From an optimization exercise on the open Yosys and OpenROAD flow, aimed at small area, a short achievable clock period and few clock cycles per item; shortcuts taken in it are not production practice.
Function was checked by simulation only, so behaviour that the tests miss may differ from the original.
Power and IR drop assume default switching activity.

`flow/config.mk`:
```
export PLATFORM = sky130hd
export DESIGN_NAME = iram_sfr_ctrl
export DESIGN_NICKNAME = iram_sfr_ctrl
export VERILOG_FILES = /design/flow/design.v
export SDC_FILE = /design/flow/constraint.sdc
export NUM_CORES = 4
export LEC_CHECK = 0
export CAP_MARGIN = 20
export CORE_MARGIN = 2
export CORE_UTILIZATION = 40
export SLEW_MARGIN = 20
```
`flow/design.v`:
```
module iram_sfr_ctrl #(
  parameter int ADDR_WIDTH = 8,
  parameter int DATA_WIDTH = 8,
  parameter int IRAM_DEPTH = 128,
  parameter int NUM_PORTS  = 4
) (
  input  logic                   clock,
  input  logic                   reset,
  input  logic                   req,
  input  logic                   we,
  input  logic                   is_bit,
  input  logic                   indirect,
  input  logic [ADDR_WIDTH-1:0]  addr,
  input  logic [DATA_WIDTH-1:0]  wdata,
  input  logic                   wbit,
  input  logic [NUM_PORTS*8-1:0] p_in,
  output logic                   busy,
  output logic                   rvalid,
  output logic [DATA_WIDTH-1:0]  rdata,
  output logic                   rbit,
  output logic [NUM_PORTS*8-1:0] p_out
);
  localparam int IW = $clog2(IRAM_DEPTH);
  localparam int CLR_TOTAL = IRAM_DEPTH + 128;
  localparam int CW = $clog2(CLR_TOTAL + 1);
  localparam logic [DATA_WIDTH-1:0] ZERO = {DATA_WIDTH{1'b0}};
  typedef enum logic [1:0] {CLEAR, IDLE, RMW_RD, RMW_WR} state_t;
  function automatic logic port_idx(input logic [6:0] idx);
    port_idx = (idx[3:0] == 4'h0) && ({1'b0, idx[6:4]} < 4'(NUM_PORTS));
  endfunction
  function automatic logic [DATA_WIDTH-1:0] sfr_reset_val(input logic [6:0] idx);
    logic [DATA_WIDTH-1:0] v;
    if (idx == 7'h01) v = DATA_WIDTH'(8'h07);
    else if (port_idx(idx)) v = DATA_WIDTH'(8'hFF);
    else v = ZERO;
    sfr_reset_val = v;
  endfunction
  function automatic logic [DATA_WIDTH-1:0] set_bit(input logic [DATA_WIDTH-1:0] b,
                                                    input logic [2:0] pos, input logic v);
    logic [DATA_WIDTH-1:0] r;
    r = b;
    r[pos] = v;
    set_bit = r;
  endfunction
  state_t                state_r, state_nxt_s;
  logic [CW-1:0]         clr_idx_r;
  logic [DATA_WIDTH-1:0] iram [IRAM_DEPTH];
  logic [DATA_WIDTH-1:0] sfr_r [128];
  logic [6:0]            rmw_idx_r;
  logic                  rmw_sfr_r, rmw_wbit_r;
  logic [2:0]            rmw_pos_r;
  logic [DATA_WIDTH-1:0] rmw_byte_r;
  logic                  rvalid_r, rbit_r;
  logic [DATA_WIDTH-1:0] rdata_r;
  logic [6:0]            dec_idx_s, acc_idx_s;
  logic                  dec_sfr_s, dec_upper_s, acc_sfr_s, acc_upper_s;
  logic [IW-1:0]         iram_idx_s;
  logic [DATA_WIDTH-1:0] upper_rd_s, latch_byte_s, pin_byte_s, port_pin_s, wr_data_s;
  logic                  wr_en_s;
  assign dec_idx_s   = !is_bit ? addr[6:0] :
                       (addr[ADDR_WIDTH-1] ? {addr[6:3], 3'b000} : {3'b010, addr[6:3]});
  assign dec_sfr_s   = addr[ADDR_WIDTH-1] & (is_bit | ~indirect);
  assign dec_upper_s = addr[ADDR_WIDTH-1] & ~is_bit & indirect;
  assign acc_idx_s   = (state_r == IDLE) ? dec_idx_s   : rmw_idx_r;
  assign acc_sfr_s   = (state_r == IDLE) ? dec_sfr_s   : rmw_sfr_r;
  assign acc_upper_s = (state_r == IDLE) ? dec_upper_s : 1'b0;
  assign iram_idx_s  = acc_idx_s[IW-1:0];
  always_comb begin
    port_pin_s = ZERO;
    for (int k = 0; k < NUM_PORTS; k++) begin
      port_pin_s = (acc_idx_s[6:4] == 3'(k)) ? DATA_WIDTH'(p_in[8*k +: 8]) : port_pin_s;
    end
  end
  assign latch_byte_s = acc_upper_s ? upper_rd_s :
                        (acc_sfr_s ? sfr_r[acc_idx_s] : iram[iram_idx_s]);
  assign pin_byte_s   = (acc_sfr_s && port_idx(acc_idx_s)) ? port_pin_s : latch_byte_s;
  always_comb begin
    state_nxt_s = state_r;
    wr_en_s     = 1'b0;
    wr_data_s   = wdata;
    case (state_r)
      CLEAR: begin
        if (clr_idx_r == CW'(CLR_TOTAL - 1)) state_nxt_s = IDLE;
        else state_nxt_s = CLEAR;
      end
      IDLE: begin
        if (req && we && is_bit) begin
          state_nxt_s = RMW_RD;
        end else if (req && we) begin
          wr_en_s   = 1'b1;
          wr_data_s = wdata;
        end else begin
          state_nxt_s = IDLE;
        end
      end
      RMW_RD: state_nxt_s = RMW_WR;
      RMW_WR: begin
        state_nxt_s = IDLE;
        wr_en_s     = 1'b1;
        wr_data_s   = set_bit(rmw_byte_r, rmw_pos_r, rmw_wbit_r);
      end
      default: state_nxt_s = CLEAR;
    endcase
  end
  always_ff @(posedge clock or negedge reset) begin
    if (!reset) begin
      state_r    <= CLEAR;
      clr_idx_r  <= {CW{1'b0}};
      rmw_idx_r  <= 7'h00;
      rmw_sfr_r  <= 1'b0;
      rmw_pos_r  <= 3'b000;
      rmw_wbit_r <= 1'b0;
      rmw_byte_r <= ZERO;
      rvalid_r   <= 1'b0;
      rdata_r    <= ZERO;
      rbit_r     <= 1'b0;
    end else begin
      state_r  <= state_nxt_s;
      rvalid_r <= (state_r == IDLE) && req && !we;
      if (state_r == CLEAR) clr_idx_r <= clr_idx_r + CW'(1);
      if ((state_r == IDLE) && req && !we) begin
        rdata_r <= pin_byte_s;
        if (is_bit) rbit_r <= pin_byte_s[addr[2:0]];
      end
      if ((state_r == IDLE) && req && we && is_bit) begin
        rmw_idx_r  <= dec_idx_s;
        rmw_sfr_r  <= dec_sfr_s;
        rmw_pos_r  <= addr[2:0];
        rmw_wbit_r <= wbit;
      end
      if (state_r == RMW_RD) rmw_byte_r <= latch_byte_s;
    end
  end
  always_ff @(posedge clock or negedge reset) begin
    if (!reset) begin
      for (int k = 0; k < 128; k++) sfr_r[k] <= sfr_reset_val(7'(k));
    end else if (wr_en_s && acc_sfr_s) begin
      sfr_r[acc_idx_s] <= wr_data_s;
    end
  end
  always_ff @(posedge clock) begin
    if (state_r == CLEAR) begin
      if (clr_idx_r < CW'(IRAM_DEPTH)) iram[clr_idx_r[IW-1:0]] <= ZERO;
    end else if (wr_en_s && !acc_sfr_s && !acc_upper_s) begin
      iram[iram_idx_s] <= wr_data_s;
    end
  end
  logic [DATA_WIDTH-1:0] uiram [128];
  logic [6:0]            clr_up_s;
  assign clr_up_s   = 7'(clr_idx_r - CW'(IRAM_DEPTH));
  assign upper_rd_s = uiram[acc_idx_s];
  always_ff @(posedge clock) begin
    if (state_r == CLEAR) begin
      if (clr_idx_r >= CW'(IRAM_DEPTH)) uiram[clr_up_s] <= ZERO;
    end else if (wr_en_s && acc_upper_s) begin
      uiram[acc_idx_s] <= wr_data_s;
    end
  end
  for (genvar k = 0; k < NUM_PORTS; k++) begin : g_pout
    assign p_out[8*k +: 8] = sfr_r[16*k][7:0];
  end
  assign busy   = (state_r != IDLE);
  assign rvalid = rvalid_r;
  assign rdata  = rdata_r;
  assign rbit   = rbit_r;
endmodule
```
`flow/constraint.sdc`:
```
create_clock -name core_clock -period 9.0 [get_ports {clock}]
set_input_delay 1.8000 -clock core_clock [delete_from_list [all_inputs] [get_ports {clock}]]
set_output_delay 1.8000 -clock core_clock [all_outputs]
set_load 0.01 [all_outputs]
```
`flow/run.sh`:
```
#!/bin/bash
# synth_recipe.tcl (not shown) runs the flow's synth.tcl, then flattens the netlist and writes it again
# the make line also repeats each setting of config.mk as NAME=value (left out here)
make -C /OpenROAD-flow-scripts/flow DESIGN_CONFIG=/design/flow/config.mk WORK_HOME=/design/flow/orfs CLKGATE_MAP_FILE= SYNTH_SCRIPT=/design/flow/synth_recipe.tcl finish
```
==> impl_metrics.json <==
{
  "clk-insertion-delay-late_ps": 1020,
  "final.period_utilization": 0.8987,
  "place.detailed.instances": 13706,
  "postCtsSetupBuffers": 0,
  "clock_skew_ps": 122.0,
  "vias_per_cell": 6.588,
  "synthDominantAreaCellType": "edfxtp_1",
  "port-buffer-count": 97,
  "r2r-end": "rbit_r",
  "whs_path_depth": 2,
  "gr-total-overflow": 0,
  "drcViolationCount": 0,
  "design.die.area_sq_um": 325400,
  "detailedRoute.firstIterationViolations": 15650,
  "first_global_vias": 88808,
  "drt_pre_antenna_iters": 10,
  "final_layout_size_suffix_gt1_frac": 0.1465,
  "cp.buffers_inverters": 2,
  "multi_input_comb_area_sq_um": 37470,
  "chipHeight_um": 570.5,
  "slew-limit-headroom": 0.1181,
  "async_flop_share": 0.3421,
  "routabilityCongestion": 1.046,
  "netlist_instances": 9707,
  "cts-buffers-inserted": 337,
  "hp-start": "sfr_r[49][4]",
  "cts_root_buffer": "clkbuf_16",
  "cpMaxStageDelayCell": "clkdlybuf4s50_1",
  "worstSetupEndpointType": "flip-flop",
  "ys_top_cells_by_area": "edfxtp_1 48%, dfrtp_1 20%, nand2_1 5.3%",
  "worst_r2r_startpoint": "state_r[0]",
  "clockBufferDepth": 4,
  "routed_wire_length_per_instance_um": 40.93,
  "cts_tree": "built",
  "clkTransAtPathRegs_ps": 60,
  "least_setup_slack_across_all_paths_after_layout_ps": 911.3,
  "maxSlewViolCount": 0,
  "critical_path.max_stage_delay_ps": 1010,
  "run_status": "finished clean",
  "grt_first_pass_wirelength_um": 788600,
  "critical_path.cell_chain": "clkdlybuf4s50_1, nor2b_1, a2111o_1, nand2_2, a32oi_1, a31oi_1, a2111oi_0, o2111ai_1, nor4_1, buf_4, o32ai_1, o211a_1, o311ai_1, nor3_1",
  "postSynth.topFlopCell": "edfxtp_1",
  "fin_util": 0.4636,
  "synthesis_warning_total": 2,
  "antenna_violating_nets_post_route": 0,
  "path_delay_family": "compound AO/OA/AOI/OAI gates",
  "reg2reg_setup_slack_ps": 1390,
  "cell_depth_of_the_worst_flop_to_flop_path": 15,
  "max_clock_freq_mhz": 123.6,
  "final_hold_violating_endpoints": 0,
  "grt_antenna_before_repair": 54,
  "rsz0062_at_grt": "no",
  "synth.most_common_cell": "edfxtp_1",
  "maximum_number_of_pins_on_one_net_before_global_route_repair": 186,
  "nNetsFinal": 9935,
  "synth_register_bits": 3113,
  "power_density_over_the_cells_nw_per_um2": 311.7,
  "number_of_max_cap_violations": 0,
  "cts.repair.resized": 0,
  "number_of_synthesized_flops_with_an_enable_pin": 2048,
  "cp_max_fo": 16,
  "tightest_slew_ps": 1314,
  "initial_utilization": 0.4029,
  "std_cell_rows": 207,
  "finalSetupTns_ps": 0,
  "cts-htree-levels": 5,
  "p_leak_nw": 52.21,
  "area_share_of_the_largest_cell_type_after_synthesis": 0.4791,
  "post_synth_most_frequent_cells": "2,048 x edfxtp_1, 1,825 x nand2_1, 1,147 x o21ai_0, 1,030 x dfrtp_1, 437 x nor2_1",
  "mappedNetlistNets": 9765,
  "min-delay-path-class": "reg -> reg",
  "mappedNetlistArea_sq_um": 128400,
  "cp_data_arrival_time_ps": 8910,
  "io_pins": 98,
  "layout_min_cycle_time_ps": 8089,
  "clock-sinks": 3113,
  "gr-usage-all-layers": 0.3557,
  "die_x_um": 570.5,
  "placeableCoreArea_sq_um": 318600,
  "timing.critical_path.from_type": "input port",
  "path_class": "in -> reg",
  "syn_area_per_cell_sq_um": 13.22,
  "dr_total_vias": 94651,
  "library_cells_used_by_synthesis": 106,
  "drt_total_wl_um": 588000,
  "timing.critical_path.required_ps": 9830,
  "synthToLayoutAreaGrowth_pct": 15.07,
  "peakVddDrop_uv": 261.3,
  "post-dp-hpwl_um": 391100,
  "detailedPlace.worstSlack_ps": 303.7,
  "final-instance-count-excl-fill": 14367,
  "report.final.setup_viol": 0,
  "layout.area.seq_sq_um": 88190,
  "hold_buffers": 0,
  "min_delay_worst_endpoint": "sfr_r[49][4]",
  "ys_seq_area_frac": 0.6871,
  "fillers": 28287
}
[through the flow]
step / total power [mW] / area [sq um] / hold slack (ps)
after floorplan: 23.81 / 128400 / 441.8
after global placement: 31.30 / 135900 / 454.3
after detailed placement: 31.42 / 136200 / 463.0
after CTS: 45.38 / 147400 / 476.6
after global routing: 46.55 / 147600 / 488.0
final: 46.04 / 147700 / 476.8
[logic make-up after synthesis]
group / count (synthesis) / share of synthesized area
mux: 477 / 0.06509
flops: 3113 / 0.6871
buf+inv: 759 / 0.02763
fa+ha+maj: 3 / 0.0002925
compound gates: 2339 / 0.1186
simple gates: 3009 / 0.1008
xor+xnor: 7 / 0.0004777
[sequential cells by signal, summed over array words and instances (netlist names), named ones only]
register / count
iram: 1024
sfr_r: 1024
uiram: 1024
clr_idx_r: 9
rdata_r: 8
rmw_byte_r: 8
rmw_idx_r: 7
rmw_pos_r: 3
rbit_r: 1
rmw_sfr_r: 1
rmw_wbit_r: 1
rvalid_r: 1
state_r: 1
[cells in the final DEF, fill, tap and decap left out, drive strengths merged, types with 13 or more instances in the layout]
cell	instances
or4	20
nor4	42
clkdlybuf4s50	96
dfrtp	1030
nand2	1826
a32o	45
dfstp	35
nand2b	19
o221ai	17
a221oi	31
o2111ai	22
a221o	13
a211oi	76
a22oi	212
nor3	57
bufinv	28
clkbuf	440
nand4	115
a222oi	37
diode	34
a21oi	102
mux2i	181
clkinv	132
and3	104
a32oi	164
mux4	285
edfxtp	2048
o21ai	1166
a311oi	40
a2111oi	31
o22ai	71
nand3	304
o211ai	21
buf	478
inv	23
a22o	89
nor2	442
a31oi	72
[layer usage]
metal / part of all wire / global-route usage
met3: 0.12 / 0.1043
met4: 0.097 / 0.2812
met5: 0.00044 / 0
met2: 0.42 / 0.5128
met1: 0.36 / 0.4478
[worst reg2reg max path, stage by stage (launching register included)]
cell and delay, ps:
dfrtp_1 430, nor2b_4 150, buf_4 270, inv_2 830
nand2_1 790, o211ai_4 620, buf_4 530, a31oi_1 180
a2111oi_0 610, o2111ai_1 520, nor4_1 900, buf_4 320
o32ai_1 290, o211a_1 350, o311ai_1 460, nor3_1 150
[how the worst max path moves through the flow]
stage,from,to,cells after the start
final,addr[0],rbit_r,14
after global routing,addr[4],rbit_r,16
after CTS,addr[4],rbit_r,16
after detailed placement,addr[4],rbit_r,16
after global placement,addr[4],rbit_r,15
after floorplan,is_bit,iram[0][7],10
[where the power goes]
part           switching (mW)  internal (mW)  leakage (nW)
Combinational            11.6           4.09          13.8
Sequential              0.429           15.8          33.0
Clock                    6.08           8.10          5.48
[cell type report]
class,instances,share of cell area
inverter,14,0.0003558
sequential,3113,0.5971
tap,4180,0.03541
multi-input combinational,5835,0.2537
clock buffer,438,0.06270
antenna,34,0.0005760
clock inverter,177,0.01287
timing repair buffer,576,0.03730
Testbench counts, summed over its fixed seeds: cycles 407,794, items 320,000.

==> re-timing with driven ports <==
How much do the figures lean on ideal ports? The routed layout below was timed once more, with nothing changed but the port constraints. Step 1, drivers: a clkbuf_16 drives clock and a buf_2 each remaining input, both assumed. Step 2 also shifts input and output timing later by t, the mid clock arrival at the registers, as if the neighbouring blocks saw the same clock. a / b / c = ideal ports / drivers / drivers and shift; a / b = the first two.
t, ns: 1.071
setup WS [ns]: 0.911 / 0.940 / -0.131
hold WS [ns]: 0.477 / 0.477 / 0.477
clock arrival spread, ns: 0.123 / 0.123
slew at the worst register clock pin (ns): 0.07 / 0.07
Met with ideal ports but missed after step 2: setup timing in this run. For this run, drivers alone change the setup slack by +0.029 ns; drivers and shift together by -1.042 ns.
